What follows belongs to an exercise in optimizing a design on an open flow for small area and few clock cycles; a production flow would make more cautious choices. In this exercise RTL edits were held to simulation tests only and were not proved equivalent to the original.

===== config.mk =====
export PLATFORM = sky130hd
export DESIGN_NAME = rgb_led_blink_breathe_driver
export DESIGN_NICKNAME = rgb_led_blink_breathe_driver
export VERILOG_FILES = /design/flow/design.v
export SDC_FILE = /design/flow/constraint.sdc
export NUM_CORES = 4
export LEC_CHECK = 0
export CAP_MARGIN = 20
export CORE_MARGIN = 2
export CORE_UTILIZATION = 65
export SLEW_MARGIN = 20

===== constraint.sdc =====
create_clock -name core_clock -period 6.0 [get_ports {clk}]
set_input_delay 1.2000 -clock core_clock [delete_from_list [all_inputs] [get_ports {clk}]]
set_output_delay 1.2000 -clock core_clock [all_outputs]
set_load 0.01 [all_outputs]

===== design.v =====
`timescale 1ns / 1ps
`timescale 1ns / 1ps
module rgbd_front
(
    input  logic        clk,
    input  logic        rst_n,
    input  logic        en,          
    input  logic        cmd_valid,
    output logic        cmd_ready,
    input  logic [1:0]  cmd_func,
    input  logic [23:0] cmd_colour,
    input  logic        cfg_valid,
    input  logic        cfg_addr,
    input  logic [15:0] cfg_data,
    output logic        produce,     
    output logic        show_wave,   
    output logic [7:0]  next_idx,    
    output logic [20:0] half_base    
);
    localparam logic [1:0] FUNC_TICK  = 2'd0;
    localparam logic [1:0] FUNC_SET   = 2'd1;
    localparam logic [1:0] FUNC_BLINK = 2'd2;
    localparam logic [1:0] FUNC_PULSE = 2'd3;
    logic [15:0] blink_time_reg;
    logic [15:0] pulse_step_reg;
    logic        blink_on_reg;
    logic        pulse_on_reg;
    logic        stale_reg;
    logic [15:0] acc_reg;
    logic [20:0] half_base_reg;
    logic [15:0] acc_sum;
    logic [15:0] acc_sum2;
    logic        accept;
    logic        blink_end;
    logic        colour_zero;
    assign cmd_ready   = en && !stale_reg;
    assign accept      = cmd_valid && cmd_ready;
    assign acc_sum     = acc_reg + (blink_on_reg ? 16'd1 : pulse_step_reg);
    assign acc_sum2    = acc_reg + {pulse_step_reg[14:0], 1'b0};
    assign blink_end   = (acc_sum >= blink_time_reg);
    assign colour_zero = (cmd_colour == 24'd0);
    assign half_base   = half_base_reg;
    always_comb
    begin
        produce   = 1'b0;
        show_wave = 1'b0;
        next_idx  = acc_sum[15:8];
        if (accept)
        begin
            case (cmd_func)
                FUNC_TICK:
                begin
                    produce   = blink_on_reg ? blink_end : pulse_on_reg;
                    show_wave = !blink_on_reg;
                    next_idx  = acc_sum2[15:8];
                end
                FUNC_PULSE:
                begin
                    produce   = colour_zero;
                    next_idx  = {~pulse_step_reg[15], pulse_step_reg[14:8]};
                end
                default:
                    produce   = 1'b1;
            endcase
        end
    end
    always_ff @(posedge clk or negedge rst_n)
    begin
        if (!rst_n)
        begin
            blink_time_reg <= 16'd200;
            pulse_step_reg <= 16'd33;
            stale_reg      <= 1'b0;
        end
        else
        begin
            if (cfg_valid)
            begin
                if (cfg_addr) pulse_step_reg <= cfg_data;
                else          blink_time_reg <= cfg_data;
            end
            stale_reg <= cfg_valid && cfg_addr;
        end
    end
    always_ff @(posedge clk or negedge rst_n)
    begin
        if (!rst_n)
        begin
            blink_on_reg <= 1'b0;
            pulse_on_reg <= 1'b0;
        end
        else if (accept)
        begin
            case (cmd_func)
                FUNC_TICK:
                    if (blink_on_reg && blink_end) blink_on_reg <= 1'b0;
                FUNC_SET:
                    ;
                FUNC_BLINK:
                begin
                    blink_on_reg <= 1'b1;
                    pulse_on_reg <= 1'b0;
                end
                default:
                begin
                    blink_on_reg <= 1'b0;
                    pulse_on_reg <= !colour_zero;
                end
            endcase
        end
    end
    always_ff @(posedge clk)
    begin
        if (accept)
        begin
            case (cmd_func)
                FUNC_TICK:  acc_reg <= acc_sum;
                FUNC_SET:   ;
                FUNC_BLINK: acc_reg <= 16'h0000;
                default:    acc_reg <= 16'h8000;
            endcase
            if (cmd_func == FUNC_PULSE)
                half_base_reg <= {cmd_colour[23:17], cmd_colour[15:9], cmd_colour[7:1]};
        end
    end
endmodule
`timescale 1ns / 1ps
module rgbd_back
(
    input  logic [6:0]  h,       
    input  logic [13:0] w,       
    input  logic [15:0] w3,      
    input  logic        neg,     
    output logic [7:0]  duty     
);
    wire s1_0 = h[0] & ~h[1], s2_0 = ~h[0] & h[1], s3_0 = h[0] & h[1];
    wire s1_1 = h[2] & ~h[3], s2_1 = ~h[2] & h[3], s3_1 = h[2] & h[3];
    wire s1_2 = h[4] & ~h[5], s2_2 = ~h[4] & h[5], s3_2 = h[4] & h[5];
    wire [6:0] hx = h ^ {7{neg}};
    wire p0_6 = (s1_0 & w[6]) | (s2_0 & w[5]) | (s3_0 & w3[6]);
    wire p0_7 = (s1_0 & w[7]) | (s2_0 & w[6]) | (s3_0 & w3[7]);
    wire p0_8 = (s1_0 & w[8]) | (s2_0 & w[7]) | (s3_0 & w3[8]);
    wire p0_9 = (s1_0 & w[9]) | (s2_0 & w[8]) | (s3_0 & w3[9]);
    wire p0_10 = (s1_0 & w[10]) | (s2_0 & w[9]) | (s3_0 & w3[10]);
    wire p0_11 = (s1_0 & w[11]) | (s2_0 & w[10]) | (s3_0 & w3[11]);
    wire p0_12 = (s1_0 & w[12]) | (s2_0 & w[11]) | (s3_0 & w3[12]);
    wire p0_13 = (s1_0 & w[13]) | (s2_0 & w[12]) | (s3_0 & w3[13]);
    wire p0_14 = (s2_0 & w[13]) | (s3_0 & w3[14]);
    wire p0_15 = (s3_0 & w3[15]);
    wire p1_4 = (s1_1 & w[4]) | (s2_1 & w[3]) | (s3_1 & w3[4]);
    wire p1_5 = (s1_1 & w[5]) | (s2_1 & w[4]) | (s3_1 & w3[5]);
    wire p1_6 = (s1_1 & w[6]) | (s2_1 & w[5]) | (s3_1 & w3[6]);
    wire p1_7 = (s1_1 & w[7]) | (s2_1 & w[6]) | (s3_1 & w3[7]);
    wire p1_8 = (s1_1 & w[8]) | (s2_1 & w[7]) | (s3_1 & w3[8]);
    wire p1_9 = (s1_1 & w[9]) | (s2_1 & w[8]) | (s3_1 & w3[9]);
    wire p1_10 = (s1_1 & w[10]) | (s2_1 & w[9]) | (s3_1 & w3[10]);
    wire p1_11 = (s1_1 & w[11]) | (s2_1 & w[10]) | (s3_1 & w3[11]);
    wire p1_12 = (s1_1 & w[12]) | (s2_1 & w[11]) | (s3_1 & w3[12]);
    wire p1_13 = (s1_1 & w[13]) | (s2_1 & w[12]) | (s3_1 & w3[13]);
    wire p1_14 = (s2_1 & w[13]) | (s3_1 & w3[14]);
    wire p1_15 = (s3_1 & w3[15]);
    wire p2_2 = (s1_2 & w[2]) | (s2_2 & w[1]) | (s3_2 & w3[2]);
    wire p2_3 = (s1_2 & w[3]) | (s2_2 & w[2]) | (s3_2 & w3[3]);
    wire p2_4 = (s1_2 & w[4]) | (s2_2 & w[3]) | (s3_2 & w3[4]);
    wire p2_5 = (s1_2 & w[5]) | (s2_2 & w[4]) | (s3_2 & w3[5]);
    wire p2_6 = (s1_2 & w[6]) | (s2_2 & w[5]) | (s3_2 & w3[6]);
    wire p2_7 = (s1_2 & w[7]) | (s2_2 & w[6]) | (s3_2 & w3[7]);
    wire p2_8 = (s1_2 & w[8]) | (s2_2 & w[7]) | (s3_2 & w3[8]);
    wire p2_9 = (s1_2 & w[9]) | (s2_2 & w[8]) | (s3_2 & w3[9]);
    wire p2_10 = (s1_2 & w[10]) | (s2_2 & w[9]) | (s3_2 & w3[10]);
    wire p2_11 = (s1_2 & w[11]) | (s2_2 & w[10]) | (s3_2 & w3[11]);
    wire p2_12 = (s1_2 & w[12]) | (s2_2 & w[11]) | (s3_2 & w3[12]);
    wire p2_13 = (s1_2 & w[13]) | (s2_2 & w[12]) | (s3_2 & w3[13]);
    wire p2_14 = (s2_2 & w[13]) | (s3_2 & w3[14]);
    wire p2_15 = (s3_2 & w3[15]);
    wire p3_0 = h[6] & w[0];
    wire p3_1 = h[6] & w[1];
    wire p3_2 = h[6] & w[2];
    wire p3_3 = h[6] & w[3];
    wire p3_4 = h[6] & w[4];
    wire p3_5 = h[6] & w[5];
    wire p3_6 = h[6] & w[6];
    wire p3_7 = h[6] & w[7];
    wire p3_8 = h[6] & w[8];
    wire p3_9 = h[6] & w[9];
    wire p3_10 = h[6] & w[10];
    wire p3_11 = h[6] & w[11];
    wire p3_12 = h[6] & w[12];
    wire p3_13 = h[6] & w[13];
    wire n0 = p0_6 ^ p1_4;
    wire n1 = p0_6 & p1_4;
    wire n2 = p0_7 ^ p1_5;
    wire n3 = p0_7 & p1_5;
    wire n4 = p0_8 ^ p1_6;
    wire n5 = p0_8 & p1_6;
    wire n6 = p0_9 ^ p1_7;
    wire n7 = p0_9 & p1_7;
    wire n8 = p0_10 ^ p1_8;
    wire n9 = p0_10 & p1_8;
    wire n10 = p0_11 ^ p1_9;
    wire n11 = p0_11 & p1_9;
    wire n12 = p0_12 ^ p1_10;
    wire n13 = p0_12 & p1_10;
    wire n14 = p0_13 ^ p1_11;
    wire n15 = n14 ^ p2_9;
    wire n16 = (p0_13 & p1_11) | (p2_9 & n14);
    wire n17 = p0_14 ^ p1_12;
    wire n18 = n17 ^ p2_10;
    wire n19 = (p0_14 & p1_12) | (p2_10 & n17);
    wire n20 = p0_15 ^ p1_13;
    wire n21 = n20 ^ p2_11;
    wire n22 = (p0_15 & p1_13) | (p2_11 & n20);
    wire n23 = p1_14 ^ p2_12;
    wire n24 = p1_14 & p2_12;
    wire n25 = p1_15 ^ p2_13;
    wire n26 = p1_15 & p2_13;
    wire n27 = p2_2 ^ p3_0;
    wire n28 = p2_2 & p3_0;
    wire n29 = p2_3 ^ p3_1;
    wire n30 = n29 ^ n1;
    wire n31 = (p2_3 & p3_1) | (n1 & n29);
    wire n32 = p2_4 ^ p3_2;
    wire n33 = n32 ^ n3;
    wire n34 = (p2_4 & p3_2) | (n3 & n32);
    wire n35 = p2_5 ^ p3_3;
    wire n36 = n35 ^ n5;
    wire n37 = (p2_5 & p3_3) | (n5 & n35);
    wire n38 = p2_6 ^ p3_4;
    wire n39 = n38 ^ n7;
    wire n40 = (p2_6 & p3_4) | (n7 & n38);
    wire n41 = p2_7 ^ p3_5;
    wire n42 = n41 ^ n9;
    wire n43 = (p2_7 & p3_5) | (n9 & n41);
    wire n44 = p2_8 ^ p3_6;
    wire n45 = n44 ^ n11;
    wire n46 = (p2_8 & p3_6) | (n11 & n44);
    wire n47 = p3_7 ^ 1'b1;
    wire n48 = n47 ^ n13;
    wire n49 = (p3_7 & 1'b1) | (n13 & n47);
    wire n50 = p3_8 ^ hx[0];
    wire n51 = n50 ^ n16;
    wire n52 = (p3_8 & hx[0]) | (n16 & n50);
    wire n53 = p3_9 ^ hx[1];
    wire n54 = n53 ^ n19;
    wire n55 = (p3_9 & hx[1]) | (n19 & n53);
    wire n56 = p3_10 ^ hx[2];
    wire n57 = n56 ^ n22;
    wire n58 = (p3_10 & hx[2]) | (n22 & n56);
    wire n59 = p3_11 ^ hx[3];
    wire n60 = n59 ^ n24;
    wire n61 = (p3_11 & hx[3]) | (n24 & n59);
    wire n62 = p2_14 ^ p3_12;
    wire n63 = n62 ^ hx[4];
    wire n64 = (p2_14 & p3_12) | (hx[4] & n62);
    wire n65 = p2_15 ^ p3_13;
    wire n66 = p2_15 & p3_13;
    wire n67 = 1'b1 ^ n0;
    wire n68 = 1'b1 & n0;
    wire n69 = n2 ^ n28;
    wire n70 = n69 ^ n30;
    wire n71 = (n2 & n28) | (n30 & n69);
    wire n72 = n4 ^ n31;
    wire n73 = n72 ^ n33;
    wire n74 = (n4 & n31) | (n33 & n72);
    wire n75 = n6 ^ n34;
    wire n76 = n75 ^ n36;
    wire n77 = (n6 & n34) | (n36 & n75);
    wire n78 = n8 ^ n37;
    wire n79 = n78 ^ n39;
    wire n80 = (n8 & n37) | (n39 & n78);
    wire n81 = n10 ^ n40;
    wire n82 = n81 ^ n42;
    wire n83 = (n10 & n40) | (n42 & n81);
    wire n84 = n12 ^ n43;
    wire n85 = n84 ^ n45;
    wire n86 = (n12 & n43) | (n45 & n84);
    wire n87 = n15 ^ n46;
    wire n88 = n87 ^ n48;
    wire n89 = (n15 & n46) | (n48 & n87);
    wire n90 = n18 ^ n49;
    wire n91 = n90 ^ n51;
    wire n92 = (n18 & n49) | (n51 & n90);
    wire n93 = n21 ^ n52;
    wire n94 = n93 ^ n54;
    wire n95 = (n21 & n52) | (n54 & n93);
    wire n96 = n23 ^ n55;
    wire n97 = n96 ^ n57;
    wire n98 = (n23 & n55) | (n57 & n96);
    wire n99 = n25 ^ n58;
    wire n100 = n99 ^ n60;
    wire n101 = (n25 & n58) | (n60 & n99);
    wire n102 = n26 ^ n61;
    wire n103 = n102 ^ n63;
    wire n104 = (n26 & n61) | (n63 & n102);
    wire n105 = hx[5] ^ n64;
    wire n106 = n105 ^ n65;
    wire n107 = (hx[5] & n64) | (n65 & n105);
    wire n108 = hx[6] ^ n66;
    wire n109 = hx[6] & n66;
    wire [15:0] sum = {neg, n107, n104, n101, n98, n95, n92, n89, n86, n83, n80, n77, n74, n71, n68, n27}
                   + {n109, n108, n106, n103, n100, n97, n94, n91, n88, n85, n82, n79, n76, n73, n70, n67};
    assign duty = sum[15:8] ^ {8{~neg}};
endmodule
module rgbd_slope
(
    input  logic [7:0]  k,       
    output logic [13:0] w,
    output logic        neg
);
    function automatic logic [13:0] slope_rom(input logic [6:0] j);
        case (j)
            7'd0  : slope_rom = 14'd16383;
            7'd1  : slope_rom = 14'd16378;
            7'd2  : slope_rom = 14'd16364;
            7'd3  : slope_rom = 14'd16339;
            7'd4  : slope_rom = 14'd16304;
            7'd5  : slope_rom = 14'd16260;
            7'd6  : slope_rom = 14'd16206;
            7'd7  : slope_rom = 14'd16141;
            7'd8  : slope_rom = 14'd16069;
            7'd9  : slope_rom = 14'd15985;
            7'd10 : slope_rom = 14'd15892;
            7'd11 : slope_rom = 14'd15791;
            7'd12 : slope_rom = 14'd15679;
            7'd13 : slope_rom = 14'd15556;
            7'd14 : slope_rom = 14'd15425;
            7'd15 : slope_rom = 14'd15285;
            7'd16 : slope_rom = 14'd15135;
            7'd17 : slope_rom = 14'd14978;
            7'd18 : slope_rom = 14'd14810;
            7'd19 : slope_rom = 14'd14634;
            7'd20 : slope_rom = 14'd14448;
            7'd21 : slope_rom = 14'd14256;
            7'd22 : slope_rom = 14'd14052;
            7'd23 : slope_rom = 14'd13842;
            7'd24 : slope_rom = 14'd13622;
            7'd25 : slope_rom = 14'd13395;
            7'd26 : slope_rom = 14'd13160;
            7'd27 : slope_rom = 14'd12916;
            7'd28 : slope_rom = 14'd12664;
            7'd29 : slope_rom = 14'd12406;
            7'd30 : slope_rom = 14'd12139;
            7'd31 : slope_rom = 14'd11865;
            7'd32 : slope_rom = 14'd11584;
            7'd33 : slope_rom = 14'd11297;
            7'd34 : slope_rom = 14'd11002;
            7'd35 : slope_rom = 14'd10702;
            7'd36 : slope_rom = 14'd10393;
            7'd37 : slope_rom = 14'd10079;
            7'd38 : slope_rom = 14'd9759;
            7'd39 : slope_rom = 14'd9434;
            7'd40 : slope_rom = 14'd9102;
            7'd41 : slope_rom = 14'd8765;
            7'd42 : slope_rom = 14'd8423;
            7'd43 : slope_rom = 14'd8075;
            7'd44 : slope_rom = 14'd7722;
            7'd45 : slope_rom = 14'd7366;
            7'd46 : slope_rom = 14'd7005;
            7'd47 : slope_rom = 14'd6639;
            7'd48 : slope_rom = 14'd6270;
            7'd49 : slope_rom = 14'd5896;
            7'd50 : slope_rom = 14'd5519;
            7'd51 : slope_rom = 14'd5139;
            7'd52 : slope_rom = 14'd4756;
            7'd53 : slope_rom = 14'd4369;
            7'd54 : slope_rom = 14'd3981;
            7'd55 : slope_rom = 14'd3589;
            7'd56 : slope_rom = 14'd3196;
            7'd57 : slope_rom = 14'd2801;
            7'd58 : slope_rom = 14'd2403;
            7'd59 : slope_rom = 14'd2005;
            7'd60 : slope_rom = 14'd1606;
            7'd61 : slope_rom = 14'd1205;
            7'd62 : slope_rom = 14'd803;
            7'd63 : slope_rom = 14'd402;
            7'd64 : slope_rom = 14'd0;
            default: slope_rom = 14'd0;
        endcase
    endfunction
    logic [6:0] j;
    assign j   = k[6] ? 7'd64 - {1'b0, k[5:0]} : {1'b0, k[5:0]};
    assign neg = k[7] ^ k[6];
    assign w   = slope_rom(j);
endmodule
`timescale 1ns / 1ps
module rgb_led_blink_breathe_driver
(
    input  logic       clk,
    input  logic       rst_n,
    input  logic       cmd_valid,
    output logic       cmd_ready,
    input  logic [1:0] cmd_func,
    input  logic [7:0] cmd_red,
    input  logic [7:0] cmd_green,
    input  logic [7:0] cmd_blue,
    input  logic        cfg_valid,
    output logic        cfg_ready,
    input  logic        cfg_addr,
    input  logic [15:0] cfg_data,
    output logic       led_valid,
    input  logic       led_ready,
    output logic [7:0] led_duty_red,
    output logic [7:0] led_duty_green,
    output logic [7:0] led_duty_blue
);
    logic        en;
    logic [23:0] cmd_colour;
    logic        produce, show_wave;
    logic [7:0]  next_idx;
    logic [20:0] half_base;
    logic [14-1:0] slope;
    logic        neg;
    logic [14-1:0] slope_reg;
    logic [14+1:0] slope3;
    logic        neg_reg;
    logic [2:0][7:0] wave_duty;
    logic [23:0] duty_next;
    logic        out_v_reg;
    logic [23:0] duty_reg;
    assign en         = !out_v_reg || led_ready;
    assign cfg_ready  = 1'b1;
    assign cmd_colour = {cmd_blue, cmd_green, cmd_red};
    rgbd_front u_front (
        .clk        (clk),
        .rst_n      (rst_n),
        .en         (en),
        .cmd_valid  (cmd_valid),
        .cmd_ready  (cmd_ready),
        .cmd_func   (cmd_func),
        .cmd_colour (cmd_colour),
        .cfg_valid  (cfg_valid),
        .cfg_addr   (cfg_addr),
        .cfg_data   (cfg_data),
        .produce    (produce),
        .show_wave  (show_wave),
        .next_idx   (next_idx),
        .half_base  (half_base)
    );
    rgbd_slope u_slope (
        .k   (next_idx),
        .w   (slope),
        .neg (neg)
    );
    always_ff @(posedge clk)
    begin
        slope_reg <= slope;
        neg_reg   <= neg;
    end
    assign slope3 = {2'd0, slope_reg} + {1'd0, slope_reg, 1'b0};
    for (genvar ch = 0; ch < 3; ch++)
    begin : g_ch
        rgbd_back u_back (
            .h    (half_base[ch*7 +: 7]),
            .w    (slope_reg),
            .w3   (slope3),
            .neg  (neg_reg),
            .duty (wave_duty[ch])
        );
    end
    assign duty_next = show_wave ? wave_duty
                     : (cmd_func == 2'd0) ? 24'hFFFFFF
                     : ~cmd_colour;
    always_ff @(posedge clk or negedge rst_n)
    begin
        if (!rst_n)
            out_v_reg <= 1'b0;
        else if (en)
            out_v_reg <= produce;
    end
    always_ff @(posedge clk)
    begin
        if (en) duty_reg <= duty_next;
    end
    assign led_valid      = out_v_reg;
    assign led_duty_red   = duty_reg[7:0];
    assign led_duty_green = duty_reg[15:8];
    assign led_duty_blue  = duty_reg[23:16];
endmodule

===== run.sh =====
#!/bin/bash
# synth_recipe.tcl (not shown) runs the flow's synth.tcl, then flattens the netlist and writes it again
# the make line also repeats each setting of config.mk as NAME=value (left out here)
make -C /OpenROAD-flow-scripts/flow DESIGN_CONFIG=/design/flow/config.mk WORK_HOME=/design/flow/orfs CLKGATE_MAP_FILE= SYNTH_SCRIPT=/design/flow/synth_recipe.tcl finish

==> results of run 1 <==
## per-stage QoR
stage / util (%) / setup slack (ns)
after floorplan: - / 0.0364
after global placement: 72.4 / -0.0284
after detailed placement: 72.4 / -0.211
after CTS: 75.0 / -0.00409
after global routing: 77.0 / -0.201
final: 77.0 / -0.00956
## worst max-delay path by stage
| stage | from | to | slack, ns | cells after the start |
|---|---|---|---|---|
| final | slope_reg[1] | duty_reg[23] | -0.01 | 29 |
| after floorplan | slope_reg[1] | duty_reg[7] | 0.04 | 29 |
| after CTS | slope_reg[1] | duty_reg[23] | -0.004 | 27 |
| after global routing | slope_reg[1] | duty_reg[23] | -0.20 | 29 |
| after global placement | slope_reg[1] | duty_reg[22] | -0.03 | 26 |
| after detailed placement | slope_reg[1] | duty_reg[7] | -0.21 | 27 |
## cell usage in the layout (no fill, tap or decap), types with 32 or more instances in the layout
| master | count |
|---|---|
| sky130_fd_sc_hd__a21oi_1 | 57 |
| sky130_fd_sc_hd__a22o_1 | 57 |
| sky130_fd_sc_hd__a22oi_1 | 46 |
| sky130_fd_sc_hd__and2_1 | 51 |
| sky130_fd_sc_hd__buf_4 | 129 |
| sky130_fd_sc_hd__clkdlybuf4s50_1 | 72 |
| sky130_fd_sc_hd__edfxtp_1 | 61 |
| sky130_fd_sc_hd__fa_1 | 77 |
| sky130_fd_sc_hd__ha_1 | 137 |
| sky130_fd_sc_hd__inv_1 | 189 |
| sky130_fd_sc_hd__mux2_2 | 89 |
| sky130_fd_sc_hd__nand2_1 | 126 |
| sky130_fd_sc_hd__nor2_1 | 80 |
| sky130_fd_sc_hd__o21ai_0 | 44 |
| sky130_fd_sc_hd__xnor2_1 | 62 |
| sky130_fd_sc_hd__xor2_1 | 32 |
## layer usage
metal | vias up | wire length (um) | part of all wire, %
met5 | - | 0 | 0
met4 | 0 | 2080 | 5.1
met3 | 140 | 2420 | 5.9
met2 | 542 | 20600 | 50
met1 | 6377 | 15800 | 39
li1 | 6022 | - | -
## timing repair
item,CTS,global route
buffers inserted,11,9
pin swaps,27,72
setup endpoints to repair,13,15
resized for setup,42,75
cloned,0,0
## cell families after synthesis
| family | synth area share (%) |
|---|---|
| buffers and inverters | 8.27 |
| other | 0.0254 |
| AND/OR/NAND/NOR | 14.0 |
| flip-flops | 20.6 |
| AO/OA/AOI/OAI | 18.3 |
| XOR/XNOR | 6.78 |
| adder cells (fa/ha/maj) | 24.0 |
| multiplexers | 8.02 |
## layout make-up
class	instances	area, sq um	share of cell area, %
clock buffer	9	225	1.30
multi-input combinational	1247	11100	64.1
tap	285	357	2.06
timing repair buffer	207	1760	10.2
sequential	112	3040	17.6
clock inverter	7	91.3	0.527
inverter	200	751	4.33
## worst min-delay path: stages (launching register included)
cell and delay, ns:
sky130_fd_sc_hd__dfstp_2 0.37, sky130_fd_sc_hd__inv_1 0.06, sky130_fd_sc_hd__o21ai_0 0.08
==> results.toml, run 1 <==
[detailed_routing]
detailedRoute.firstIterationViolations = 1145
via_count = 13100
routedWlPerCell_um = 19.8
total_routed_length_um = 40900
first_pass_iters = 5
postRouteAntennaNets = 0
drcViolationCount = 0
avgViaCountPerCell = 6.33

[global_routing]
grt_most_used_layer = "met2"
grt_pass1_wl_um = 64500
use_met1_pct = 39.1
grt_pass1_vias = 13100
groute.layer.met3.usage_pct = 5.63
antenna_found_initial = 0
globalRouteMet2Util_pct = 59.4
grt-ovfl-total = 0
largest_net_degree_at_the_start_of_global_routing = 37
grt_util_all_layers_pct = 33.6

[outcome]
run_status = "finished with violations"
layout.failed_checks = "setup timing"

[clock_tree]
cts.hold.buffers_added = 0
cts.sink_count = 112
cts-root-to-sink-buffers = 2
insertion_delay_ns = 0.39
htree_depth = 3
clkTransAtPathRegs_ns = 0.11
tritoncts = "done"
cts-buffers-inserted = 9
cts_root_buf = "sky130_fd_sc_hd__clkbuf_16"

[floorplanning]
chipWidth_um = 155
fp.dieArea_sq_um = 23900
height_of_the_die_um = 155
core.rowCount = 55
start_util_pct = 65.6
core-area_sq_um = 22500
ioPinCount = 75

[timing]
grt_setup_unrepaired = "yes"
report.final.hold_viol_count = 0
max_freq_ghz = 0.166
final.setup.tns_ns = -0.00964
worst_slew_pin_slew_ns = 1.03
post-route-worst-setup-slack_ns = -0.00956
setup_violations = 2
period_minus_slack_ns = 6.01
max-slew-margin-rel_pct = 31.0
fin_crit_share_pct = 100
finalClockSkew_ns = 0.0330
fin_hold_ws_ns = 0.519
timing.final.max_slew_violations = 0

[yosys]
async_reset_ff_share_pct = 32.1
count_of_flip_flops_with_a_built_in_enable_after_synthesis = 61
ys_dominant_reg_cell = "sky130_fd_sc_hd__edfxtp_1"
mappedNetlistNets = 1949
area_of_the_mapped_netlist_sq_um = 14800
yosys_register_bits = 112
synth_commonest_cells = "sky130_fd_sc_hd__inv_1, sky130_fd_sc_hd__ha_1, sky130_fd_sc_hd__nand2_1, sky130_fd_sc_hd__mux2_2"
netlist_instances = 1667
netlist-cell-type-count = 88
synth_seq_area_share_pct = 20.6
synth_top_cell_by_area = "sky130_fd_sc_hd__ha_1"
yosys.area.top_type_share_pct = 12.8
avgSynthCellArea_sq_um = 8.86
yosysWarningCount = 3
cell_with_the_most_instances_after_synthesis = "sky130_fd_sc_hd__inv_1"
netlist_top_cells_area = "sky130_fd_sc_hd__ha_1, sky130_fd_sc_hd__edfxtp_1, sky130_fd_sc_hd__fa_1"

[setup_path]
timing.reg2reg.worst_path_depth = 29
ws_path_type = "reg -> reg"
cpLargestDelayFamily = "compound AO/OA/AOI/OAI gates"
worstPathArrival_ns = 6.10
critical_path_buf_inv_count = 6
worst_path_largest_cell_delay_ns = 0.57
critical_path_required_ns = 6.09
crit-reg2reg-launch = "slope_reg[1]"
critPathMaxFanout = 4
start_kind = "register"
setup.worst_path.end_class = "register"
critical-path-slowest-cell = "sky130_fd_sc_hd__fa_1"
r2r_setup_slack_ns = -0.01
cell_repeated_most_along_the_worst_path = "sky130_fd_sc_hd__a21oi_2"
endpoint_of_the_worst_slack_reg_to_reg_timing_path = "duty_reg[23]"

[place]
dpl_cell_area_sq_um = 16300
gp_congestion = 0.924
io_buffers = 73
placed_cells = 2032
detailed_place_hpwl_um = 30300

[min_path]
min_from = "u_front.blink_time_reg[7]"
hold_path_depth = 2
holdCritPathClass = "reg -> reg"
holdPathEnd = "u_front.blink_time_reg[7]"

[layout]
stdcell_count = 2067
fill_cells = 1504
syn2layout_area_growth_pct = 17.2
design.final.nets = 2059
largest_register_ff_count = 24
final_instance_area_sq_um = 17300
drive_above_1_share_pct = 20.7
antenna_cells = 0

[run]
cap_viol_max_count = 0
Testbench counts, summed over its fixed seeds: cycles 20,208.
==> run 2: changes to the inputs <==
--- a/config.mk
+++ b/config.mk
@@ -7,5 +7,5 @@
 export LEC_CHECK = 0
 export CAP_MARGIN = 20
 export CORE_MARGIN = 2
-export CORE_UTILIZATION = 65
+export CORE_UTILIZATION = 40
 export SLEW_MARGIN = 20
==> run 2 against run 1 <==
Compared with the run above: clock skew is 0.012 ns lower; wire length is 0.84% higher; count of clock-buffer cells in the layout unchanged; now clean on timing, DRC and antenna; synthesized area unchanged; design area hardly changed; sequential cell count unchanged; global-route usage decreased by 12 points.
==> results.toml, run 2 <==
[timing]
finalClockSkew_ns = 0.0209
period_minus_slack_ns = 5.89
fin_hold_ws_ns = 0.517
post-route-worst-setup-slack_ns = 0.106
worst_slew_pin_slew_ns = 1.01
report.final.hold_viol_count = 0
timing.final.max_slew_violations = 0
max_freq_ghz = 0.170
grt_setup_unrepaired = "yes"
max-slew-margin-rel_pct = 32.4
setup_violations = 0
final.setup.tns_ns = 0
fin_crit_share_pct = 98.2

[clock_tree]
tritoncts = "done"
htree_depth = 3
cts.sink_count = 112
insertion_delay_ns = 0.39
cts_root_buf = "sky130_fd_sc_hd__clkbuf_16"
clkTransAtPathRegs_ns = 0.10
cts-buffers-inserted = 9
cts-root-to-sink-buffers = 2

[yosys]
yosysWarningCount = 3
synth_seq_area_share_pct = 20.6
ys_dominant_reg_cell = "sky130_fd_sc_hd__edfxtp_1"
netlist_instances = 1667
synth.area.mux_share_pct = 8.02
async_reset_ff_share_pct = 32.1
netlist-cell-type-count = 88
post_synth_fa_ha_maj_area_fraction_pct = 24.0
mappedNetlistNets = 1949
synth_commonest_cells = "sky130_fd_sc_hd__inv_1, sky130_fd_sc_hd__ha_1, sky130_fd_sc_hd__nand2_1, sky130_fd_sc_hd__mux2_2"
yosys_register_bits = 112
netlist_top_cells_area = "sky130_fd_sc_hd__ha_1, sky130_fd_sc_hd__edfxtp_1, sky130_fd_sc_hd__fa_1"
cell_with_the_most_instances_after_synthesis = "sky130_fd_sc_hd__inv_1"
synth_top_family_by_area = "adder cells"
avgSynthCellArea_sq_um = 8.86
synth_xor_area_share_pct = 6.78
synth_top_cell_by_area = "sky130_fd_sc_hd__ha_1"
yosys.area.top_type_share_pct = 12.8
synth_area_in_simple_gates_pct = 14.0
synth_compound_gate_area_share_pct = 18.3
count_of_flip_flops_with_a_built_in_enable_after_synthesis = 61
area_of_the_mapped_netlist_sq_um = 14800

[setup_path]
cell_repeated_most_along_the_worst_path = "sky130_fd_sc_hd__a21oi_2"
setup.worst_path.end_class = "register"
worst_path_largest_cell_delay_ns = 0.48
critical-path-slowest-cell = "sky130_fd_sc_hd__fa_1"
worstPathArrival_ns = 5.99
start_kind = "register"
ws_path_type = "reg -> reg"
critPathMaxFanout = 4
critical_path_required_ns = 6.09

[place]
placed_cells = 2219
placement.setup.worst_slack_ns = -0.287
io_buffers = 73
gp_congestion = 0.915
detailed_place_hpwl_um = 30800
dpl_cell_area_sq_um = 16500

[global_routing]
grt_pass1_wl_um = 66900
antenna_found_initial = 1
grt_pass1_vias = 12700
grt-ovfl-total = 0
grt_util_all_layers_pct = 21.7
largest_net_degree_at_the_start_of_global_routing = 37

[floorplanning]
start_util_pct = 40.4
fp.dieArea_sq_um = 38500
core.rowCount = 70
chipWidth_um = 196
height_of_the_die_um = 196
core-area_sq_um = 36500
ioPinCount = 75

[layout]
fill_cells = 3427
antenna_cells = 0
design.final.nets = 2051
stdcell_count = 2242
final_instance_area_sq_um = 17300
utilization_pct = 47.5
final_common_cell = "sky130_fd_sc_hd__inv_1"
most-common-layout-cells = "sky130_fd_sc_hd__inv_1, sky130_fd_sc_hd__ha_1, sky130_fd_sc_hd__nand2_1"
syn2layout_area_growth_pct = 17.3
largest_register_ff_count = 24
drive_above_1_share_pct = 19.5

[detailed_routing]
avgViaCountPerCell = 5.62
first_pass_iters = 5
detailedRoute.firstIterationViolations = 871
drcViolationCount = 0
via_count = 12600
total_routed_length_um = 41200
routedWlPerCell_um = 18.4
postRouteAntennaNets = 0

[run]
cap_viol_max_count = 0

[outcome]
run_status = "no timing/DRC/antenna violations"

[min_path]
holdCritPathClass = "reg -> reg"
## run 2: final cells by class
class | instances | area (sq um) | area share (%)
Tap cell | 468 | 586 | 3.38
Clock buffer | 9 | 225 | 1.30
Sequential cell | 112 | 3040 | 17.6
Multi-Input combinational cell | 1247 | 11000 | 63.2
Clock inverter | 7 | 85.1 | 0.491
Timing Repair Buffer | 199 | 1690 | 9.75
Inverter | 200 | 751 | 4.33
## run 2: routing by layer
layer,global-route usage (%),vias up,wire length (um)
met3,2.65,64,2030
met5,0,-,16
li1,-,6003,-
met4,7.13,2,1020
met1,29.5,6169,19100
met2,36.0,356,19100
## run 2: logic make-up after synthesis
| logic type | count (synthesis) |
|---|---|
| and+or+nand+nor | 414 |
| AOI/OAI and AO/OA | 383 |
| buffers and inverters | 308 |
| adders and majority gates | 234 |
| DFF | 112 |
| xor gates and xnor gates | 111 |
| muxes | 104 |
| other | 1 |
## run 2: critical path, delay by kind of cell, from the launching register on
family / cells / cell delay, ns
flops: 1 / 0.35
fa+ha+maj: 5 / 1.76
buf+inv: 5 / 0.41
simple gates: 3 / 0.56
compound gates: 14 / 2.18
xor+xnor: 2 / 0.33
## run 2: worst paths after layout
check	from	end	slack, ns	depth (start not counted)
hold / removal	u_front.blink_time_reg[7]	u_front.blink_time_reg[7]	0.52	2
min in group asynchronous	rst_n	u_front.pulse_on_reg	0.91	1
max in group asynchronous	rst_n	u_front.pulse_step_reg[12]	4.55	1
hold reg to reg	u_front.blink_time_reg[7]	u_front.blink_time_reg[7]	0.52	2
setup reg to reg	slope_reg[1]	duty_reg[3]	0.11	29
setup / recovery	slope_reg[1]	duty_reg[3]	0.11	29
## run 2: what timing repair did
item	in CTS	in global routing
resized for setup	38	55
setup endpoints to repair	17	22
hold buffers	0	0
pin swaps	27	68
cloned	0	0
setup buffers	4	3
==> run 3: changes to the inputs <==
--- a/config.mk
+++ b/config.mk
@@ -9,3 +9,4 @@
 export CORE_MARGIN = 2
 export CORE_UTILIZATION = 40
 export SLEW_MARGIN = 20
+export SYNTH_HIERARCHICAL = 1
==> run 3 against run 2 <==
Compared with the run above: highest routed layer is now met4; non-clock buffer count shrank 45; setup slack better by 0.12 ns; via count grew 6.1%.
==> results.toml, run 3 <==
[outcome]
run_status = "no timing/DRC/antenna violations"

[setup_path]
setup.worst_path.end_class = "register"
start_kind = "register"
endpoint_of_the_worst_slack_reg_to_reg_timing_path = "duty_reg[21]"
worstPathArrival_ns = 5.88
critPathMaxFanout = 9
critical_path_required_ns = 6.11
r2r_setup_slack_ns = 0.23
timing.reg2reg.worst_path_depth = 22
crit-reg2reg-launch = "slope_reg[1]"
ws_path_type = "reg -> reg"

[floorplanning]
chipWidth_um = 201
ioPinCount = 75
start_util_pct = 40.4
height_of_the_die_um = 201
core-area_sq_um = 38600
core.rowCount = 72
fp.dieArea_sq_um = 40600

[yosys]
avgSynthCellArea_sq_um = 8.92
synth_seq_area_share_pct = 19.5
mappedNetlistNets = 2033
area_of_the_mapped_netlist_sq_um = 15600
ys_dominant_reg_cell = "sky130_fd_sc_hd__edfxtp_1"
async_reset_ff_share_pct = 32.1
netlist-cell-type-count = 94
yosys.area.top_type_share_pct = 12.3
synth_commonest_cells = "sky130_fd_sc_hd__inv_1, sky130_fd_sc_hd__ha_1, sky130_fd_sc_hd__nand2_1, sky130_fd_sc_hd__mux2_2, sky130_fd_sc_hd__a21oi_1"
yosysWarningCount = 9
count_of_flip_flops_with_a_built_in_enable_after_synthesis = 61
cell_with_the_most_instances_after_synthesis = "sky130_fd_sc_hd__inv_1"
synth_top_cell_by_area = "sky130_fd_sc_hd__ha_1"
netlist_top_cells_area = "sky130_fd_sc_hd__ha_1, sky130_fd_sc_hd__edfxtp_1, sky130_fd_sc_hd__fa_1"
netlist_instances = 1749
yosys_register_bits = 112

[layout]
largest_register_ff_count = 24
most-common-layout-cells = "sky130_fd_sc_hd__inv_1, sky130_fd_sc_hd__ha_1, sky130_fd_sc_hd__nand2_1"
antenna_cells = 0
drive_above_1_share_pct = 16.3
design.final.nets = 2102
syn2layout_area_growth_pct = 13.3
stdcell_count = 2341
final_common_cell = "sky130_fd_sc_hd__inv_1"
utilization_pct = 45.8

[clock_tree]
cts.hold.buffers_added = 0
cts-buffers-inserted = 9
clkTransAtPathRegs_ns = 0.09
cts.sink_count = 112
tritoncts = "done"
htree_depth = 3
cts_root_buf = "sky130_fd_sc_hd__clkbuf_16"
cts-root-to-sink-buffers = 2
insertion_delay_ns = 0.38

[run]
cap_viol_max_count = 0

[detailed_routing]
postRouteAntennaNets = 0
first_pass_iters = 5
routedWlPerCell_um = 19.0
via_count = 13400
avgViaCountPerCell = 5.71
total_routed_length_um = 44600
detailedRoute.firstIterationViolations = 752
drcViolationCount = 0

[min_path]
holdPathEnd = "u_front.pulse_on_reg"
hold_path_depth = 1
holdCritPathClass = "reg -> reg"
min_from = "u_front.pulse_on_reg"

[timing]
worst_slew_pin_slew_ns = 0.837
timing.final.max_slew_violations = 0
max-slew-margin-rel_pct = 44.1
finalClockSkew_ns = 0.0106
report.final.hold_viol_count = 0
max_freq_ghz = 0.173
setup_violations = 0
fin_crit_share_pct = 96.2
period_minus_slack_ns = 5.77

[global_routing]
grt_pass1_wl_um = 72800
grt_pass1_vias = 13600
grt_util_all_layers_pct = 22.1
largest_net_degree_at_the_start_of_global_routing = 37
antenna_found_initial = 0
grt-ovfl-total = 0

[place]
gp_congestion = 0.900
detailed_place_hpwl_um = 34700
placed_cells = 2321
io_buffers = 73
## run 3: critical path, stage by stage (launching register included)
cell                       delay (ns)
sky130_fd_sc_hd__dfxtp_1         0.35
sky130_fd_sc_hd__ha_1            0.24
sky130_fd_sc_hd__fa_1            0.40
sky130_fd_sc_hd__a21o_1          0.23
sky130_fd_sc_hd__a221oi_4        0.31
sky130_fd_sc_hd__o21ai_1         0.12
sky130_fd_sc_hd__a21oi_2         0.26
sky130_fd_sc_hd__xnor2_4         0.18
sky130_fd_sc_hd__mux2_2          0.30
sky130_fd_sc_hd__a22o_1          0.20
sky130_fd_sc_hd__fa_1            0.39
sky130_fd_sc_hd__inv_1           0.08
sky130_fd_sc_hd__fa_1            0.42
sky130_fd_sc_hd__fa_1            0.49
sky130_fd_sc_hd__inv_1           0.04
sky130_fd_sc_hd__ha_2            0.41
sky130_fd_sc_hd__nand3_1         0.15
sky130_fd_sc_hd__a211oi_4        0.26
sky130_fd_sc_hd__a211oi_2        0.12
sky130_fd_sc_hd__o31ai_2         0.26
sky130_fd_sc_hd__xnor2_1         0.09
sky130_fd_sc_hd__nor2b_1         0.12
sky130_fd_sc_hd__a21oi_1         0.06
## run 3: kinds of logic (layout without fill, tap and decap cells)
group / after synthesis / after routing / share of synthesized area, %
other cells: 1 / 1 / 0.0240
mux: 123 / 123 / 8.87
buf+inv: 289 / 363 / 7.37
fa+ha+maj: 236 / 236 / 22.9
xor+xnor: 103 / 103 / 5.98
flops: 112 / 112 / 19.5
simple gates: 412 / 412 / 13.4
compound gates: 473 / 473 / 22.0
## run 3: final cells by class
type / instances / area, sq um
Inverter: 193 / 724
Timing Repair Buffer: 154 / 1370
Fill cell: 3817 / 20900
Sequential cell: 112 / 3040
Tap cell: 518 / 648
Multi-Input combinational cell: 1348 / 11600
Clock inverter: 6 / 53.8
Clock buffer: 10 / 250
## run 3: worst max-delay path by stage
| stage | start | endpoint | slack [ns] | depth (start not counted) |
|---|---|---|---|---|
| after floorplan | led_ready | slope_reg[10] | 0.0006 | 20 |
| after global placement | slope_reg[1] | duty_reg[15] | -0.04 | 22 |
| after detailed placement | slope_reg[0] | duty_reg[15] | -0.14 | 22 |
| after CTS | slope_reg[1] | duty_reg[23] | 0.03 | 22 |
| after global routing | slope_reg[1] | duty_reg[23] | -0.04 | 23 |
| final | slope_reg[1] | duty_reg[21] | 0.23 | 22 |
## run 3: per-layer routing
metal / routed length (um) / vias to the layer above / part of all wire [%] / global-route usage (%)
met5: 0 / - / 0 / 0
met1: 20200 / 6556 / 45 / 28.9
met4: 1120 / 0 / 2.5 / 6.25
met3: 1640 / 81 / 3.7 / 2.48
li1: - / 6385 / - / -
met2: 21600 / 336 / 48 / 38.3
## run 3: timing repair
| item | 4_1_cts | 5_1_grt |
|---|---|---|
| gates resized for setup | 6 | 22 |
| pin swaps | 0 | 8 |
| endpoints found under the setup margin | 3 | 22 |
| buffers inserted | 0 | 4 |
## run 3: metrics by stage
stage	area (sq um)	hold WS (ns)	worst slack (ns)	TNS, ns
6_report	17700	0.516	0.225	0
2_1_floorplan	15600	0.478	0.000589	0
3_5_place_dp	17200	0.500	-0.141	-0.269
5_1_grt	17700	0.551	-0.0431	-0.129
4_1_cts	17500	0.520	0.0342	0
3_3_place_gp	17200	0.490	-0.0365	-0.0365
## run 3: Yosys stat by module, one instance, submodules excluded
module	area [sq um]	flops+latches	copies in the design	cells
rgbd_front	4740	72	1	475
rgbd_slope	1800	0	1	280
rgb_led_blink_breathe_driver	1990	40	1	175
rgbd_back	2350	0	3	273
==> run 4: changes to the inputs <==
--- a/config.mk
+++ b/config.mk
@@ -5,8 +5,8 @@
 export SDC_FILE = /design/flow/constraint.sdc
 export NUM_CORES = 4
 export LEC_CHECK = 0
+export ABC_AREA = 1
 export CAP_MARGIN = 20
 export CORE_MARGIN = 2
 export CORE_UTILIZATION = 40
 export SLEW_MARGIN = 20
-export SYNTH_HIERARCHICAL = 1
==> run 4 against run 3 <==
Compared with the run above: largest cell class unchanged; critical path type unchanged; synthesized cell count increased by 18%; clock skew increased by 0.0019 ns; sequential share of layout area increased by 1.5 points; final cell count increased by 10%; synthesized area decreased by 5.4%; utilization decreased by 1.1 points; count of clock-buffer cells in the layout decreased by 1; wire length decreased by 1.7%; first-iteration DRC count increased by 56%.
==> results.toml, run 4 <==
[clock_tree]
cts-buffers-inserted = 9
cts.hold.buffers_added = 0
clkTransAtPathRegs_ns = 0.09
cts-root-to-sink-buffers = 2
cts_root_buf = "sky130_fd_sc_hd__clkbuf_16"
cts.sink_count = 112
insertion_delay_ns = 0.38
htree_depth = 3
tritoncts = "done"

[floorplanning]
core.rowCount = 70
start_util_pct = 40.5
height_of_the_die_um = 196
ioPinCount = 75
chipWidth_um = 196
fp.dieArea_sq_um = 38400
core-area_sq_um = 36400

[global_routing]
grt_pass1_wl_um = 71100
grt_util_all_layers_pct = 23.2
grt-ovfl-total = 0
grt_pass1_vias = 13500
largest_net_degree_at_the_start_of_global_routing = 42
antenna_found_initial = 0

[detailed_routing]
postRouteAntennaNets = 0
drcViolationCount = 0
total_routed_length_um = 43800
via_count = 13900
avgViaCountPerCell = 5.38
detailedRoute.firstIterationViolations = 1175
first_pass_iters = 8
routedWlPerCell_um = 16.9

[yosys]
cell_with_the_most_instances_after_synthesis = "sky130_fd_sc_hd__nand2_1"
count_of_flip_flops_with_a_built_in_enable_after_synthesis = 61
netlist-cell-type-count = 53
async_reset_ff_share_pct = 32.1
ys_dominant_reg_cell = "sky130_fd_sc_hd__edfxtp_1"
yosysWarningCount = 3
mappedNetlistNets = 2347
area_of_the_mapped_netlist_sq_um = 14800
avgSynthCellArea_sq_um = 7.14
synth_commonest_cells = "sky130_fd_sc_hd__nand2_1, sky130_fd_sc_hd__inv_1, sky130_fd_sc_hd__ha_1, sky130_fd_sc_hd__nand3_1, sky130_fd_sc_hd__a21oi_1"
synth_top_cell_by_area = "sky130_fd_sc_hd__ha_1"
synth_seq_area_share_pct = 20.6
yosys.area.top_type_share_pct = 12.8
netlist_instances = 2065
yosys_register_bits = 112
netlist_top_cells_area = "sky130_fd_sc_hd__ha_1, sky130_fd_sc_hd__nand2_1, sky130_fd_sc_hd__edfxtp_1"

[setup_path]
worst_path_largest_cell_delay_ns = 0.42
setup.worst_path.end_class = "register"
critical-path-slowest-cell = "sky130_fd_sc_hd__fa_1"
cell_repeated_most_along_the_worst_path = "sky130_fd_sc_hd__nand2_1"
critPathMaxFanout = 9
critical_path_buf_inv_count = 4
critical_path_required_ns = 6.22
worstPathArrival_ns = 5.83
ws_path_type = "reg -> reg"
start_kind = "register"
cpLargestDelayFamily = "adder cells"

[timing]
report.final.hold_viol_count = 0
setup_violations = 0
finalClockSkew_ns = 0.0125
grt_setup_unrepaired = "yes"
max-slew-margin-rel_pct = 33.8
fin_crit_share_pct = 93.6
max_freq_ghz = 0.178
timing.final.max_slew_violations = 0
fin_hold_ws_ns = 0.486
period_minus_slack_ns = 5.61
worst_slew_pin_slew_ns = 0.991

[layout]
fill_cells = 3806
antenna_cells = 0
stdcell_count = 2586
most-common-layout-cells = "sky130_fd_sc_hd__nand2_1, sky130_fd_sc_hd__inv_1, sky130_fd_sc_hd__ha_1"
design.final.nets = 2395
final_common_cell = "sky130_fd_sc_hd__nand2_1"
drive_above_1_share_pct = 5.15
largest_register_ff_count = 24
syn2layout_area_growth_pct = 10.6

[run]
cap_viol_max_count = 0

[place]
detailed_place_hpwl_um = 33900
placed_cells = 2567
gp_congestion = 0.881
io_buffers = 73

[outcome]
run_status = "no timing/DRC/antenna violations"

[min_path]
holdCritPathClass = "reg -> reg"
run 4: final timing paths:
check	from	endpoint	slack, ns	cells after the start
min in group asynchronous	rst_n	u_front.stale_reg	0.93	1
max reg2reg	slope_reg[2]	duty_reg[1]	0.39	28
min reg2reg	u_front.blink_time_reg[14]	u_front.blink_time_reg[14]	0.49	2
max	slope_reg[2]	duty_reg[1]	0.39	28
min	u_front.blink_time_reg[14]	u_front.blink_time_reg[14]	0.49	2
max in group asynchronous	rst_n	u_front.blink_time_reg[12]	4.50	1
run 4: tightest hold or removal path, stage by stage (launching register included):
cell	delay, ns
sky130_fd_sc_hd__dfrtp_1	0.35
sky130_fd_sc_hd__nand2_1	0.05
sky130_fd_sc_hd__o21ai_0	0.06
run 4: logic make-up after synthesis:
kind of cell | after synthesis | synth area share [%]
AND/OR/NAND/NOR | 802 | 23.2
buffers and inverters | 508 | 13.5
other | 1 | 0.0254
AO/OA/AOI/OAI | 336 | 14.4
XOR/XNOR | 72 | 4.27
adder cells (fa/ha/maj) | 234 | 24.1
flip-flops | 112 | 20.6
run 4: final cells by class:
cell class | count | area (sq um) | share of cell area, %
clock buffers | 9 | 225 | 1.38
clock inverters | 7 | 71.3 | 0.437
inverters | 445 | 1670 | 10.3
multi-input cells | 1445 | 9790 | 60.0
flip-flops and latches | 112 | 3040 | 18.7
well taps | 468 | 586 | 3.59
repair buffers | 100 | 928 | 5.69
run 4: timing repair:
item,4_1_cts,5_1_grt
setup buffers,0,3
endpoints found under the setup margin,0,18
resized for setup,0,17
run 4: through the flow:
stage / setup WS (ns) / TNS [ns] / utilization (%) / area [sq um]
4_1_cts: 0.0811 / 0 / 44.6 / 16200
6_report: 0.385 / 0 / 44.8 / 16300
5_1_grt: -0.0588 / -0.120 / 44.8 / 16300
2_1_floorplan: 0.661 / 0 / - / 14800
3_5_place_dp: 0.0864 / 0 / 43.8 / 15900
3_3_place_gp: 0.211 / 0 / 43.7 / 15900
run 4: metal layers:
layer  vias up  routed length, um  global-route usage (%)  part of all wire, %
met3        68               2920                    3.04                  6.7
met5         -                  0                       0                    0
met2       514              19200                    35.9                   44
met1      6562              20800                    34.2                   48
met4         0                906                    5.98                  2.1
li1       6776                  -                       -                    -
==> run 5: changes to the inputs <==
==> flow/run.sh (new file) <==
#!/bin/bash
set -euo pipefail
WORK=$(pwd)
bash "$WORK/standard.sh" "BUFFER_PORTS_ARGS=-buffer_cell sky130_fd_sc_hd__buf_1" finish > "$WORK/orfs_make.log" 2>&1
test -s "$WORK/out/final.def"
==> standard.sh (new file) <==
#!/bin/bash
# synth_recipe.tcl (not shown) runs the flow's synth.tcl, then flattens the netlist and writes it again
# the make line also repeats each setting of config.mk as NAME=value (left out here)
make -C /OpenROAD-flow-scripts/flow DESIGN_CONFIG=/design/flow/config.mk WORK_HOME=/design/flow/orfs CLKGATE_MAP_FILE= SYNTH_SCRIPT=/design/flow/synth_recipe.tcl "${@:-finish}"
removed: run.sh
==> run 5 against run 4 <==
Compared with the run above: still clean; utilization is 1.1 points lower; clock skew grew 0.0021 ns; sequential cell count did not move; count of clock-buffer cells in the layout increased by 1; critical endpoint is now duty_reg[7]; highest routed layer unchanged.
==> results.toml, run 5 <==
[outcome]
run_status = "no timing/DRC/antenna violations"

[floorplanning]
fp.dieArea_sq_um = 38400
core-area_sq_um = 36400
height_of_the_die_um = 196
ioPinCount = 75
start_util_pct = 40.5
core.rowCount = 70
chipWidth_um = 196

[detailed_routing]
routedWlPerCell_um = 16.5
routed-wl-met2_um = 18400
routed-wl-met3_um = 3080
total_routed_length_um = 42600
top_signal_layer_used = "met4"
avgViaCountPerCell = 5.38
via_count = 13900
drcViolationCount = 0
detailedRoute.firstIterationViolations = 1266
first_pass_iters = 6
postRouteAntennaNets = 0
routed_metal_1_wire_length_um = 20200

[yosys]
cell_with_the_most_instances_after_synthesis = "sky130_fd_sc_hd__nand2_1"
synth_seq_area_share_pct = 20.6
mappedNetlistNets = 2347
async_reset_ff_share_pct = 32.1
count_of_flip_flops_with_a_built_in_enable_after_synthesis = 61
netlist_top_cells_area = "sky130_fd_sc_hd__ha_1, sky130_fd_sc_hd__nand2_1, sky130_fd_sc_hd__edfxtp_1"
area_of_the_mapped_netlist_sq_um = 14800
yosys_register_bits = 112
avgSynthCellArea_sq_um = 7.14
synth_top_cell_by_area = "sky130_fd_sc_hd__ha_1"
yosysWarningCount = 3
synth_commonest_cells = "sky130_fd_sc_hd__nand2_1, sky130_fd_sc_hd__inv_1, sky130_fd_sc_hd__ha_1, sky130_fd_sc_hd__nand3_1, sky130_fd_sc_hd__a21oi_1"
netlist_instances = 2065
yosys.area.top_type_share_pct = 12.8
netlist-cell-type-count = 53
ys_dominant_reg_cell = "sky130_fd_sc_hd__edfxtp_1"

[timing]
setup_violations = 0
max-slew-margin-rel_pct = 36.9
fin_crit_share_pct = 93.0
timing.final.max_slew_violations = 0
period_minus_slack_ns = 5.58
finalClockSkew_ns = 0.0146
report.final.hold_viol_count = 0
max_freq_ghz = 0.179
worst_slew_pin_slew_ns = 0.946
final.setup.tns_ns = 0

[min_path]
min_from = "u_front.blink_time_reg[2]"
holdCritPathClass = "reg -> reg"
holdPathEnd = "u_front.blink_time_reg[2]"
hold_path_depth = 2

[global_routing]
largest_net_degree_at_the_start_of_global_routing = 42
antenna_found_initial = 0
grt_pass1_wl_um = 69900
grt_util_all_layers_pct = 22.7
grt_pass1_vias = 13400
grt-ovfl-total = 0

[clock_tree]
cts_root_buf = "sky130_fd_sc_hd__clkbuf_16"
cts.sink_count = 112
insertion_delay_ns = 0.38
clkTransAtPathRegs_ns = 0.09
cts-buffers-inserted = 9
tritoncts = "done"
cts-root-to-sink-buffers = 2
htree_depth = 3

[layout]
stdcell_count = 2585
fill_cells = 3879
final_common_cell = "sky130_fd_sc_hd__nand2_1"
largest_register_ff_count = 24
most-common-layout-cells = "sky130_fd_sc_hd__nand2_1, sky130_fd_sc_hd__inv_1, sky130_fd_sc_hd__ha_1"
design.final.nets = 2394
antenna_cells = 0
syn2layout_area_growth_pct = 7.79
final_instance_area_sq_um = 15900
drive_above_1_share_pct = 5.15

[setup_path]
worstPathArrival_ns = 5.72
crit-reg2reg-launch = "slope_reg[1]"
critical_path_required_ns = 6.14
ws_path_type = "reg -> reg"
critPathMaxFanout = 8
start_kind = "register"
cell_repeated_most_along_the_worst_path = "sky130_fd_sc_hd__nand2_1"
timing.reg2reg.worst_path_depth = 28
r2r_setup_slack_ns = 0.42
critical-path-slowest-cell = "sky130_fd_sc_hd__fa_1"
setup.worst_path.end_class = "register"
worst_path_largest_cell_delay_ns = 0.49
endpoint_of_the_worst_slack_reg_to_reg_timing_path = "duty_reg[7]"

[place]
io_buffers = 73
detailed_place_hpwl_um = 33100
gp_congestion = 0.909
dpl_cell_area_sq_um = 15500
placed_cells = 2566

[run]
cap_viol_max_count = 0
==> run 5: how the worst max path moves through the flow <==
stage                       from            to  slack [ns]  cells past startpoint
floorplan           slope_reg[1]  duty_reg[20]        0.66                     29
global placement    slope_reg[1]  duty_reg[22]        0.30                     31
detailed placement  slope_reg[1]  duty_reg[22]        0.13                     31
CTS                 slope_reg[1]  duty_reg[22]        0.12                     31
global route        slope_reg[2]  duty_reg[15]       -0.11                     35
finish              slope_reg[1]   duty_reg[7]        0.42                     28
==> run 5: per-layer routing <==
layer | vias up | global-route usage [%]
li1 | 6779 | -
met1 | 6490 | 33.4
met2 | 558 | 34.8
met3 | 68 | 2.91
met4 | 0 | 6.62
met5 | - | 0
==> run 5: logic make-up after synthesis <==
logic type | share of synthesized area [%]
simple gates | 23.2
flops | 20.6
xor+xnor | 4.27
buf+inv | 13.5
compound gates | 14.4
other cells | 0.0254
fa+ha+maj | 24.1
==> run 5: final cells by class <==
| class | instances | area, sq um | area share, % |
|---|---|---|---|
| Clock inverter | 6 | 83.8 | 0.527 |
| Multi-Input combinational cell | 1445 | 9800 | 61.6 |
| Clock buffer | 10 | 250 | 1.57 |
| Tap cell | 468 | 586 | 3.68 |
| Timing Repair Buffer | 99 | 470 | 2.96 |
| Inverter | 445 | 1670 | 10.5 |
| Sequential cell | 112 | 3050 | 19.1 |
==> run 5: metrics by stage <==
step / hold slack (ns) / worst slack, ns / util [%]
4_1_cts: 0.493 / 0.115 / 43.4
3_5_place_dp: 0.473 / 0.134 / 42.5
5_1_grt: 0.513 / -0.110 / 43.7
2_1_floorplan: 0.453 / 0.661 / -
6_report: 0.488 / 0.420 / 43.7
3_3_place_gp: 0.468 / 0.304 / 42.5
==> run 5: repair_timing <==
action / 4_1_cts / 5_1_grt
resized for setup: 0 / 16
setup endpoints to repair: 0 / 17
setup buffers: 0 / 3
hold buffers: 0 / 0
==> run 5: critical path: cells and delay by family, from the launching register on <==
family / cells / cell delay [ns]
adder cells (fa/ha/maj): 5 / 1.92
flip-flops: 1 / 0.37
XOR/XNOR: 2 / 0.36
AO/OA/AOI/OAI: 10 / 1.75
AND/OR/NAND/NOR: 7 / 0.56
buffers and inverters: 4 / 0.37
==> run 6: changes to the inputs <==
==> flow/run.sh (replaced) <==
#!/bin/bash
# Own layout flow: the standard layout (standard.sh's make command, same
# settings and targets), except that the synthesis's final ABC technology
# mapping runs flow/area.abc instead of ORFS's abc_speed/abc_area script.
# Registers, their names and cell types are those of the standard synthesis:
# the change is only in how ABC maps the combinational logic.
set -euo pipefail
WORK=$(pwd)

# Synthesis script: synth_recipe.tcl with Yosys's abc command wrapped so that
# its -script argument names flow/area.abc.
{
  cat <<'TCL'
proc abc {args} {
  set i [lsearch -exact $args -script]
  if { $i >= 0 } {
    set args [lreplace $args [expr {$i + 1}] [expr {$i + 1}] $::env(OWN_ABC_SCRIPT)]
  }
  yosys abc {*}$args
}
TCL
  cat "$WORK/synth_recipe.tcl"
} > "$WORK/own_synth.tcl"
export OWN_ABC_SCRIPT="$WORK/flow/area.abc"

# standard.sh with the synthesis script swapped
sed "s|SYNTH_SCRIPT=[^ ]*|SYNTH_SCRIPT=$WORK/own_synth.tcl|" "$WORK/standard.sh" > "$WORK/own_standard.sh"
grep -q "SYNTH_SCRIPT=$WORK/own_synth.tcl" "$WORK/own_standard.sh"

bash "$WORK/own_standard.sh" finish > "$WORK/orfs_make.log" 2>&1
test -s "$WORK/out/final.def"
==> flow/area.abc (new file) <==
strash
ifraig
scorr
dc2
dretime
strash
&get -n
&dch -f
&nf
&put
--- a/config.mk
+++ b/config.mk
@@ -5,7 +5,6 @@
 export SDC_FILE = /design/flow/constraint.sdc
 export NUM_CORES = 4
 export LEC_CHECK = 0
-export ABC_AREA = 1
 export CAP_MARGIN = 20
 export CORE_MARGIN = 2
 export CORE_UTILIZATION = 40
==> run 6 against run 5 <==
Compared with the run above: the layout now fails its checks (setup timing); design area up 4.8%; utilization up 8.9 points; global-route usage up 0.64 points; setup slack worse by 0.94 ns; first-iteration DRC count down 37%; critical path depth up 9.
==> results.toml, run 6 <==
[outcome]
run_status = "finished with violations"
layout.failed_checks = "setup timing"

[yosys]
netlist_instances = 1480
yosys_register_bits = 112
yosysWarningCount = 3
netlist-cell-type-count = 56
mappedNetlistNets = 1762
netlist_top_cells_area = "sky130_fd_sc_hd__ha_1, sky130_fd_sc_hd__edfxtp_1, sky130_fd_sc_hd__fa_1"
ys_dominant_reg_cell = "sky130_fd_sc_hd__edfxtp_1"
synth_top_cell_by_area = "sky130_fd_sc_hd__ha_1"
area_of_the_mapped_netlist_sq_um = 13000
count_of_flip_flops_with_a_built_in_enable_after_synthesis = 61
cell_with_the_most_instances_after_synthesis = "sky130_fd_sc_hd__clkinv_1"
synth_seq_area_share_pct = 23.4
yosys.area.top_type_share_pct = 14.6
avgSynthCellArea_sq_um = 8.77
async_reset_ff_share_pct = 32.1
synth_commonest_cells = "sky130_fd_sc_hd__clkinv_1, sky130_fd_sc_hd__ha_1, sky130_fd_sc_hd__o21ai_0, sky130_fd_sc_hd__nor2_1, sky130_fd_sc_hd__nand2_1"

[layout]
antenna_cells = 0
syn2layout_area_growth_pct = 28.3
drive_above_1_share_pct = 18.8
largest_register_ff_count = 24
design.final.nets = 2052
fill_cells = 2909
most-common-layout-cells = "sky130_fd_sc_hd__clkinv_1, sky130_fd_sc_hd__buf_4, sky130_fd_sc_hd__ha_1"
final_common_cell = "sky130_fd_sc_hd__clkinv_1"
utilization_pct = 52.5
final_instance_area_sq_um = 16700

[timing]
max_freq_ghz = 0.153
setup_violations = 13
report.final.hold_viol_count = 0
timing.final.max_slew_violations = 0
max-slew-margin-rel_pct = 33.5
grt_setup_unrepaired = "yes"
period_minus_slack_ns = 6.52
fin_crit_share_pct = 109
worst_slew_pin_slew_ns = 0.995
post-route-worst-setup-slack_ns = -0.517
finalClockSkew_ns = 0.0105

[detailed_routing]
routedWlPerCell_um = 17.8
postRouteAntennaNets = 0
total_routed_length_um = 38800
first_pass_iters = 6
via_count = 12200
avgViaCountPerCell = 5.60
detailedRoute.firstIterationViolations = 803
drcViolationCount = 0

[global_routing]
grt_pass1_wl_um = 63200
use_met1_pct = 29.3
grt-ovfl-total = 0
largest_net_degree_at_the_start_of_global_routing = 37
antenna_found_initial = 0
grt_most_used_layer = "met2"
grt_pass1_vias = 12400
grt_util_all_layers_pct = 23.3
globalRouteMet2Util_pct = 41.3
groute.layer.met3.usage_pct = 2.39

[setup_path]
start_kind = "register"
setup.worst_path.end_class = "register"
critical-path-slowest-cell = "sky130_fd_sc_hd__fa_1"
worstPathArrival_ns = 6.62
worst_path_largest_cell_delay_ns = 0.55
cell_repeated_most_along_the_worst_path = "sky130_fd_sc_hd__o21a_1"
ws_path_type = "reg -> reg"
critPathMaxFanout = 4
critical_path_required_ns = 6.11

[clock_tree]
cts_root_buf = "sky130_fd_sc_hd__clkbuf_16"
cts.hold.buffers_added = 0
cts-root-to-sink-buffers = 2
clkTransAtPathRegs_ns = 0.09
tritoncts = "done"
htree_depth = 3
insertion_delay_ns = 0.37
cts.sink_count = 112
cts-buffers-inserted = 9

[place]
io_buffers = 73
gp_congestion = 0.895
dpl_cell_area_sq_um = 15700
placement.setup.worst_slack_ns = -0.687
detailed_place_hpwl_um = 29900

[floorplanning]
start_util_pct = 40.9
core.rowCount = 65
fp.dieArea_sq_um = 33900
ioPinCount = 75
height_of_the_die_um = 184
chipWidth_um = 184
core-area_sq_um = 31700

[run]
cap_viol_max_count = 0

[min_path]
holdCritPathClass = "reg -> reg"
## run 6: cell count changes after synthesis, sizes merged, moves of 36 or more
cell / change
nor2b: +54
clkinv: +183
o221ai: -87
and2: +45
o21ai: +36
nand3: -133
inv: -418
a22oi: +76
nor3: +36
nand2: -416
clkbuf: -37
a21oi: -45
## run 6: cell families (layout without fill, tap and decap cells)
kind of cell,count (synthesis),in the layout,share of synthesized area (%)
compound gates,424,424,21.3
simple gates,411,411,15.6
flops,112,112,23.4
xor+xnor,69,69,4.65
fa+ha+maj,234,234,27.4
buf+inv,211,506,6.13
mux,18,18,1.56
other cells,1,1,0.0289
## run 6: layout make-up
cell class / count / area [sq um] / area share, %
Tap cell: 402 / 503 / 3.02
Multi-Input combinational cell: 1157 / 9680 / 58.1
Timing Repair Buffer: 280 / 2350 / 14.1
Clock buffer: 9 / 225 / 1.35
Inverter: 210 / 801 / 4.81
Clock inverter: 7 / 61.3 / 0.368
Sequential cell: 112 / 3050 / 18.3
## run 6: per-layer routing
metal,vias up,wire length [um]
li1,5844,-
met1,5955,16500
met2,320,19600
met3,64,1480
met4,0,1160
met5,-,0
## run 6: repair_timing
item                                    in CTS  in global routing
endpoints found under the setup margin      30                 36
buffers inserted                            17                 11
pin swaps                                   59                 46
cloned                                       0                  0
gates resized for setup                     57                 75
## run 6: metrics by stage
stage | hold slack (ns) | setup TNS (ns) | instances
floorplan | 0.465 | -3.87 | 1480
global placement | 0.474 | -6.38 | 2137
detailed placement | 0.486 | -9.07 | 2137
CTS | 0.501 | -4.76 | 2169
global route | 0.508 | -10.19 | 2177
finish | 0.501 | -4.60 | 2177
## run 6: path summary, 6_finish.rpt
| kind | startpoint | endpoint | slack (ns) | depth (start not counted) |
|---|---|---|---|---|
| max in group asynchronous | rst_n | u_front.blink_time_reg[13] | 4.53 | 1 |
| worst max register to register | slope_reg[1] | duty_reg[22] | -0.52 | 37 |
| min in group asynchronous | rst_n | u_front.blink_time_reg[11] | 0.94 | 1 |
| worst max-delay path | slope_reg[1] | duty_reg[22] | -0.52 | 37 |
| worst min-delay path | u_front.blink_time_reg[7] | u_front.blink_time_reg[7] | 0.50 | 2 |
| worst min register to register | u_front.blink_time_reg[7] | u_front.blink_time_reg[7] | 0.50 | 2 |
## run 6: worst max-delay path, delay by kind of cell, from the launching register on
family,cells,cell delay [ns]
adders and majority gates,5,1.90
and+or+nand+nor,8,0.76
buffers and inverters,6,0.54
AOI/OAI and AO/OA,16,2.38
DFF,1,0.35
xor gates and xnor gates,2,0.30

==> re-timing with driven ports <==
Ports are ideal in the flow. The routed layouts listed here were re-timed in OpenROAD. Step 1 (the two cells are an assumption about what drives the block):
set clk [get_ports {clk}]
set_driving_cell -lib_cell sky130_fd_sc_hd__clkbuf_16 $clk
set_driving_cell -lib_cell sky130_fd_sc_hd__buf_2 [delete_from_list [all_inputs] $clk]
Step 2 moves the port delays by t, midway between the first and last clock arrival at a register: inputs arrive t later, outputs are due t later. That takes back most of the time a late clock gives input paths. a / b / c = ideal ports / drivers / drivers and shift; a / b = the first two.
| run | t (ns) | setup WS [ns] | worst data-port slew with drivers (ns) |
|---|---|---|---|
| run 1 | 0.429 | -0.010 / -0.010 / -0.010 | 0.04 |
| run 2 | 0.432 | 0.106 / 0.106 / 0.106 | 0.08 |
| run 3 | 0.424 | 0.225 / 0.225 / 0.225 | 0.06 |
| run 4 | 0.422 | 0.385 / 0.385 / 0.385 | 0.05 |
| run 5 | 0.423 | 0.420 / 0.420 / 0.420 | 0.05 |
| run 6 | 0.415 | -0.517 / -0.517 / -0.517 | 0.07 |
